This design comes from an exercise in tuning for small area and few clock cycles per item on the open sky130 flow, not from production work. RTL that was checked went through simulation tests only; none was proved equivalent to the original.

==> v32 <==
Design dsp_mac_pipe, start of the top module:
module dsp_mac_pipe (
  input  logic               CLK,
  input  logic               RSTN,
  input  logic               IN_VALID,
  output logic               IN_READY,
  input  logic signed [17:0] A,
  input  logic signed [17:0] B,
  input  logic signed [17:0] D,
  input  logic signed [47:0] C,
  input  logic [3:0]         OPMODE,
  output logic               OUT_VALID,
  input  logic               OUT_READY,
  output logic signed [47:0] P,
  output logic               CARRYOUT,
  output logic               OVERFLOW
);
==> flow/config.mk <==
export PLATFORM = sky130hd
export DESIGN_NAME = dsp_mac_pipe
export DESIGN_NICKNAME = dsp_mac_pipe
export VERILOG_FILES = /design/flow/design.v
export SDC_FILE = /design/flow/constraint.sdc
export NUM_CORES = 4
export LEC_CHECK = 0
export CAP_MARGIN = 20
export CORE_MARGIN = 2
export CORE_UTILIZATION = 40
export GPL_TIMING_DRIVEN = 0
export SLEW_MARGIN = 20
==> flow/constraint.sdc <==
create_clock -name core_clock -period 7.0 [get_ports {CLK}]
set_input_delay 1.4000 -clock core_clock [delete_from_list [all_inputs] [get_ports {CLK}]]
set_output_delay 1.4000 -clock core_clock [all_outputs]
set_load 0.01 [all_outputs]
standard.sh (not shown) runs the stock make flow with config.mk's settings and CLKGATE_MAP_FILE= SYNTH_SCRIPT=/design/flow/synth_recipe.tcl, a recipe that flattens the netlist after the stock synthesis.
==> flow/flow/run.sh <==
#!/bin/bash
# The standard ORFS layout (the standard.sh), with these changes:
# - the port buffers that global placement inserts on every input and output
#   are sky130_fd_sc_hd__buf_1 instead of the tool's default pick; timing
#   repair still resizes any of them that need more drive;
# - Yosys's synth runs without its early "abc -fast" pass, so the full adders
#   that ORFS extracts keep the polarity the RTL writes them in (the final ABC
#   mapping and everything else are unchanged);
# - clock tree synthesis uses smaller clock buffers, larger sink clusters and
#   no dummy loads.
set -euo pipefail
bash standard.sh "BUFFER_PORTS_ARGS=-buffer_cell sky130_fd_sc_hd__buf_1" "SYNTH_ARGS=-noabc" \
  "CTS_ARGS=-sink_clustering_enable -repair_clock_nets -buf_list {sky130_fd_sc_hd__clkbuf_4 sky130_fd_sc_hd__clkbuf_8} -sink_clustering_size 30 -sink_clustering_max_diameter 100 -dont_use_dummy_load" \
  finish > standard.log 2>&1
==> v2 (differences from v32) <==
--- a/flow/design.v
+++ b/flow/design.v
@@ -156,21 +156,19 @@
   logic [8:0]  one, two, neg;
   assign pre   = pre1_q;
   assign a_ext = {a1_q, 1'b0};
   always_comb begin
     for (int i = 0; i < 9; i++) begin
-      one[i] = a_ext[2*i+1] ^ a_ext[2*i];
-      two[i] = ((a_ext[2*i+2] & ~a_ext[2*i+1] & ~a_ext[2*i]) |
+      one[i] = v1_q & (a_ext[2*i+1] ^ a_ext[2*i]);
+      two[i] = v1_q & ((a_ext[2*i+2] & ~a_ext[2*i+1] & ~a_ext[2*i]) |
                        (~a_ext[2*i+2] & a_ext[2*i+1] & a_ext[2*i]));
       neg[i] = v1_q & (a_ext[2*i+2] ^ op1_q[1]);
     end
   end
-  logic [18:0] pre_v;
   logic [19:0] pre2, pre1;
-  assign pre_v = pre & {19{v1_q}};
-  assign pre1 = {pre_v[18], pre_v};
-  assign pre2 = {pre_v, 1'b0};
+  assign pre1 = {pre[18], pre};
+  assign pre2 = {pre, 1'b0};
   logic [19:0] y0, y1, y2, y3, y4, y5, y6, y7, y8;
   assign y0 = (({20{one[0]}} & pre1) | ({20{two[0]}} & pre2)) ^ {20{neg[0]}};
   assign y1 = (({20{one[1]}} & pre1) | ({20{two[1]}} & pre2)) ^ {20{neg[1]}};
   assign y2 = (({20{one[2]}} & pre1) | ({20{two[2]}} & pre2)) ^ {20{neg[2]}};
   assign y3 = (({20{one[3]}} & pre1) | ({20{two[3]}} & pre2)) ^ {20{neg[3]}};
--- a/flow/config.mk
+++ b/flow/config.mk
@@ -6,7 +6,6 @@
 export NUM_CORES = 4
 export LEC_CHECK = 0
 export CAP_MARGIN = 20
 export CORE_MARGIN = 2
 export CORE_UTILIZATION = 40
-export GPL_TIMING_DRIVEN = 0
 export SLEW_MARGIN = 20
==> v6 (differences from v32) <==
--- a/flow/design.v
+++ b/flow/design.v
@@ -162,15 +162,13 @@
       two[i] = ((a_ext[2*i+2] & ~a_ext[2*i+1] & ~a_ext[2*i]) |
                        (~a_ext[2*i+2] & a_ext[2*i+1] & a_ext[2*i]));
       neg[i] = v1_q & (a_ext[2*i+2] ^ op1_q[1]);
     end
   end
-  logic [18:0] pre_v;
   logic [19:0] pre2, pre1;
-  assign pre_v = pre & {19{v1_q}};
-  assign pre1 = {pre_v[18], pre_v};
-  assign pre2 = {pre_v, 1'b0};
+  assign pre1 = {pre[18], pre};
+  assign pre2 = {pre, 1'b0};
   logic [19:0] y0, y1, y2, y3, y4, y5, y6, y7, y8;
   assign y0 = (({20{one[0]}} & pre1) | ({20{two[0]}} & pre2)) ^ {20{neg[0]}};
   assign y1 = (({20{one[1]}} & pre1) | ({20{two[1]}} & pre2)) ^ {20{neg[1]}};
   assign y2 = (({20{one[2]}} & pre1) | ({20{two[2]}} & pre2)) ^ {20{neg[2]}};
   assign y3 = (({20{one[3]}} & pre1) | ({20{two[3]}} & pre2)) ^ {20{neg[3]}};
--- a/flow/config.mk
+++ b/flow/config.mk
@@ -6,7 +6,6 @@
 export NUM_CORES = 4
 export LEC_CHECK = 0
 export CAP_MARGIN = 20
 export CORE_MARGIN = 2
 export CORE_UTILIZATION = 40
-export GPL_TIMING_DRIVEN = 0
 export SLEW_MARGIN = 20
==> metrics.md <==
| Metric | Value |
|---|---|
| Run status | complete, no violations |
| Area of the multi-input gates | ~11000 um2 |
| Met2 track demand over resource in global routing | 0.362 |
| Setup bufs post-CTS | 1 |
| Max Fclk | approximately 150 MHz |
| Net count, final | approximately 2000 |
(the above is from v32)
==> metrics.md <==
| Metric | Value |
|---|---|
| Run status | complete, no violations |
| Met2 track demand over resource in global routing | 0.350 |
| Setup TNS | 0 ns |
| Clock buffers | 17 |
| Net count, final | ~1900 |
| Area of the multi-input gates | 10500 um2 |
| Async set-reset flop share out of synthesis | 0.0420 |
| Setup bufs post-CTS | 0 |
| Crit path cell chain | nand2b_1, o21ai_1, buf_4, a22oi_1, xnor2_1, fa_1, fa_1, fa_1, fa_1, fa_1, ha_1, nand3_2, or3_1, nand4b_1, nand3_2, a211oi_4, o22ai_2, a311o_1, nor4_1, a311o_1 |
| Worst Hold Path Cells | 1 |
(the above is from v6)
==> metrics.md <==
| Metric | Value |
|---|---|
| Run status | complete, no violations |
| Pre-antenna DRT Iters | 5 |
| Area of the multi-input gates | 10800 um2 |
| Max Fclk | 155 MHz |
| Net count, final | approximately 1900 |
| Met2 track demand over resource in global routing | 0.357 |
| Met1 Resource Use GR | 0.289 |
| Beginning of the critical path | a1_q[3]$_DFFE_PP_ |
(the above is from v2)
Testbench counts of v2, summed over its fixed seeds: cycles 32,062, items 32,046.
For v32 and v6, only the layout was checked, not whether the RTL still works.

==> re-timing with driven ports <==
No port has a modelled driver above. Below, the same layouts with a new extraction and two added sets of constraints. Step 1 sets driving cells, clkbuf_16 on the clock port and buf_2 on the other inputs (assumed; they add their load-dependent delay and slew). Step 2, shift: input delay + t, output delay - t, t = (earliest + latest rising clock arrival at the registers) / 2. This alone moves slack from input paths to output paths. a / b / c = ideal ports / drivers / drivers and shift; a / b = the first two.
run	t, ns	setup slack, ns	worst hold slack (ns)	worst setup path after step 2	clock arrival spread, ns
v32	0.548	0.341 / 0.341 / 0.341	0.550 / 0.550 / 0.550	register to register	0.032 / 0.031
v2	0.566	0.534 / 0.534 / 0.534	0.571 / 0.571 / 0.571	register to register	0.026 / 0.027
v6	0.537	0.349 / 0.349 / 0.349	0.551 / 0.551 / 0.551	register to register	0.038 / 0.038
After both steps every run listed still meets setup and hold.
